What follows belongs to an exercise in optimizing a design on an open flow for small area; a production flow would make more cautious choices. In this exercise RTL edits were held to simulation tests only and were not proved equivalent to the original.

## game_core
module game_core #(
    parameter int NUM_METEORS   = 5,
    parameter int FIRE_COOLDOWN = 30,
    parameter int INVINC_FRAMES = 60
) (
    input  logic                      clk,
    input  logic                      reset_n,
    input  logic                      frame_tick,
    input  logic                      btn_up,
    input  logic                      btn_down,
    input  logic                      btn_left,
    input  logic                      btn_right,
    input  logic                      btn_fire,
    input  logic                      btn_restart,
    input  logic [23*NUM_METEORS-1:0] meteors,
    output logic [9:0]                ship_x,
    output logic [9:0]                ship_y,
    output logic [1:0]                ship_facing,
    output logic [9:0]                bullet_x,
    output logic [9:0]                bullet_y,
    output logic                      bullet_active,
    output logic [NUM_METEORS-1:0]    meteor_alive,
    output logic [15:0]               score,
    output logic [2:0]                ship_hp,
    output logic                      game_over
);
Size: roughly 1100 cells after synthesis, roughly 190 I/O pins, roughly 0.013 sq mm of cells after synthesis.
clock: 10.0 ns
lec_check: 0
cap_margin: 20
core_margin: 2
core_utilization: 60
cts_buf_list: sky130_fd_sc_hd__clkbuf_4 sky130_fd_sc_hd__clkbuf_8
cts_cluster_size: 30
slew_margin: 20
synth_hierarchical: 1
synth_minimum_keep_size: 0
standard.sh (not shown) runs the stock make flow with config.mk's settings and CLKGATE_MAP_FILE= SYNTH_SCRIPT=/design/flow/synth_recipe.tcl, a recipe that flattens the netlist after the stock synthesis.
==> flow/flow/run.sh <==
#!/bin/bash
# The standard layout (standard.sh, standard synthesis unchanged) with three changes:
# the port buffers use the smallest buffer cell; after floorplanning every
# combinational cell starts at its smallest size (later repair steps upsize as needed);
# the clock tree uses no dummy loads and larger sink clusters.
export BUFFER_PORTS_ARGS="-buffer_cell sky130_fd_sc_hd__buf_1"
export POST_FLOORPLAN_TCL="$PWD/flow/downsize.tcl"
export CTS_ARGS="-sink_clustering_enable -repair_clock_nets -dont_use_dummy_load -buf_list sky130_fd_sc_hd__clkbuf_8 -sink_clustering_size 30"
bash standard.sh > standard.log 2>&1
Other scripts of this flow, unchanged in this note and not shown: flow/flow/downsize.tcl
==> next run, changes <==
--- a/flow/design.v
+++ b/flow/design.v
@@ -72,22 +72,30 @@
     input  logic b,
     output logic s,
     output logic co
 );
     assign s  = a ^ b;
     assign co = a & b;
 endmodule
+module gc_maj (
+    input  logic a,
+    input  logic b,
+    input  logic c,
+    output logic y
+);
+    assign y = (a & b) | (c & (a | b));
+endmodule
 module gc_near #(
     parameter bit SHIP = 1'b0
 ) (
     input  logic [9:0] nrx,       
     input  logic [9:0] nry,       
     input  logic [9:0] mx,
     input  logic [9:0] my,
-    input  logic [2:0] k,         
+    input  logic [2:0] kr,
     output logic       near
 );
     logic [9:0]  ex, ey;          
     logic [10:0] cx, cy;
     assign cx[0] = 1'b0;
     assign cy[0] = 1'b0;
     gc_ha hx0 (.a(mx[0]), .b(nrx[0]), .s(ex[0]), .co(cx[1]));
@@ -96,41 +104,30 @@
         gc_fa fx (.a(mx[j]), .b(nrx[j]), .ci(cx[j]), .s(ex[j]), .co(cx[j+1]));
         gc_fa fy (.a(my[j]), .b(nry[j]), .ci(cy[j]), .s(ey[j]), .co(cy[j+1]));
     end
     wire okx = (ex[9:5] == 5'h1f & ~cx[10]) | (ex[9:5] == 5'h00 & cx[10]);
     wire oky = (ey[9:5] == 5'h1f & ~cy[10]) | (ey[9:5] == 5'h00 & cy[10]);
     wire       sx = ex[5];
     wire       sy = ey[5];
-    wire [4:0] ax = ex[4:0] ^ {5{sx}};
-    wire [4:0] ay = ey[4:0] ^ {5{sy}};
-    logic [5:0] t;
+    wire [4:0] nax = ~(ex[4:0] ^ {5{sx}});
+    wire [4:0] nay = ~(ey[4:0] ^ {5{sy}});
+    logic [5:0] nt;
     logic [5:0] ct;
-    assign ct[0] = ~sx;
+    assign ct[0] = sx;
     for (genvar j = 0; j < 5; j++) begin : g_sum
-        gc_fa ft (.a(ax[j]), .b(ay[j]), .ci(ct[j]), .s(t[j]), .co(ct[j+1]));
-    end
-    assign t[5] = ct[5];
-    logic [5:0] thr;
-    always_comb begin
-        case (k)
-            3'd0:    thr = SHIP ? 6'd13 : 6'd3;
-            3'd1:    thr = SHIP ? 6'd17 : 6'd7;
-            3'd2:    thr = SHIP ? 6'd21 : 6'd11;
-            3'd3:    thr = SHIP ? 6'd25 : 6'd15;
-            default: thr = SHIP ? 6'd29 : 6'd19;
-        endcase
-        thr = thr + {5'd0, sy};
+        gc_fa ft (.a(nax[j]), .b(nay[j]), .ci(ct[j]), .s(nt[j]), .co(ct[j+1]));
     end
-    logic le;
-    always_comb begin
-        le = 1'b1;
-        for (int j = 0; j < 6; j++)
-            le = (t[j] == thr[j]) ? le : thr[j];
+    assign nt[5] = ct[5];
+    logic [5:0] cc;
+    assign cc[1] = nt[0] & sy;
+    assign cc[2] = SHIP ? (nt[1] | cc[1]) : (nt[1] & cc[1]);
+    for (genvar j = 2; j < 5; j++) begin : g_cmp
+        gc_maj mj (.a(kr[j-2]), .b(nt[j]), .c(cc[j]), .y(cc[j+1]));
     end
-    assign near = okx & oky & le;
+    assign near = okx & oky & nt[5] & cc[5];
 endmodule
 `default_nettype wire
 `timescale 1ns/100ps
 `default_nettype none
 module game_core #(
     parameter int NUM_METEORS   = 5,
     parameter int FIRE_COOLDOWN = 30,
@@ -185,19 +182,20 @@
     wire [9:0] nby = ~bullet_y;
     logic [NUM_METEORS-1:0] alive, hit_vec, contact_vec, hit_sel, last_hp;
     logic [2:0] pts [NUM_METEORS];
     for (genvar i = 0; i < NUM_METEORS; i++) begin : g_m
         wire [9:0] mx = meteors[23*i+13 +: 10];
         wire [9:0] my = meteors[23*i+3  +: 10];
         wire [2:0] sz = meteors[23*i    +: 3];
-        wire [2:0] k  = sz[2] ? 3'd4 : sz;
+        wire [2:0] kb = {sz[2] | (sz[1] & sz[0]), ~sz[2] & (sz[1] ^ sz[0]), sz[2] | ~sz[0]};
+        wire [2:0] ks = {|sz, sz[2] | ~(sz[1] ^ sz[0]), sz[2] | ~sz[0]};
         logic nb, ns;
-        gc_near #(.SHIP(1'b0)) u_b (.nrx(nbx), .nry(nby), .mx(mx), .my(my), .k(k), .near(nb));
-        gc_near #(.SHIP(1'b1)) u_s (.nrx(nsx), .nry(nsy), .mx(mx), .my(my), .k(k), .near(ns));
-        assign pts[i]         = sz[2] ? 3'd5 : {sz[1] & sz[0], sz[1] ^ sz[0], ~sz[0]};
+        gc_near #(.SHIP(1'b0)) u_b (.nrx(nbx), .nry(nby), .mx(mx), .my(my), .kr(kb), .near(nb));
+        gc_near #(.SHIP(1'b1)) u_s (.nrx(nsx), .nry(nsy), .mx(mx), .my(my), .kr(ks), .near(ns));
+        assign pts[i]         = kb;
         assign alive[i]       = ~(hlost[i][1] & hlost[i][0]);
         assign last_hp[i]     = hlost[i][1] & ~hlost[i][0];
         assign hit_vec[i]     = bullet_active & alive[i] & nb;
         assign contact_vec[i] = alive[i] & ns;
         wire e = play & hit_sel[i];
         always_ff @(posedge clk or negedge reset_n) begin
             if (!reset_n)
Via count shrinks by 7.2%.
Design area went down by 2.8%.
Wire length drops by 7.3%.
Count of clock-buffer cells in the layout does not change.
Non-clock buffer count went down by 6.
Final cell count is lower by 4.3%.

-- afterwards: timing with drivers on the ports --
In the flow no input, the clock included, has a driving cell. The finished layouts below were timed again as built, in two steps.
Step 1 assumes that a clkbuf_16 drives the clock port and a buf_2 every other input.
Step 2 times the ports against the registers' clock, not the clock port: input delays grow and output delays shrink by t, the midpoint of the rising clock arrivals with the driver on.
Slacks: ideal / step 1 / step 2; pairs: ideal / step 1.
| run | shift t [ns] | slack for setup (ns) | worst slew at a driven data input, ns |
|---|---|---|---|
| the first run | 0.396 | 0.997 / 1.016 / 0.620 | 0.07 |
| the second run | 0.411 | 1.341 / 1.359 / 0.948 | 0.09 |
After both steps setup and hold are still met in every run listed. The setup slack of the second run, which loses most, moves by +0.018 ns with the drivers and by -0.393 ns with both steps.
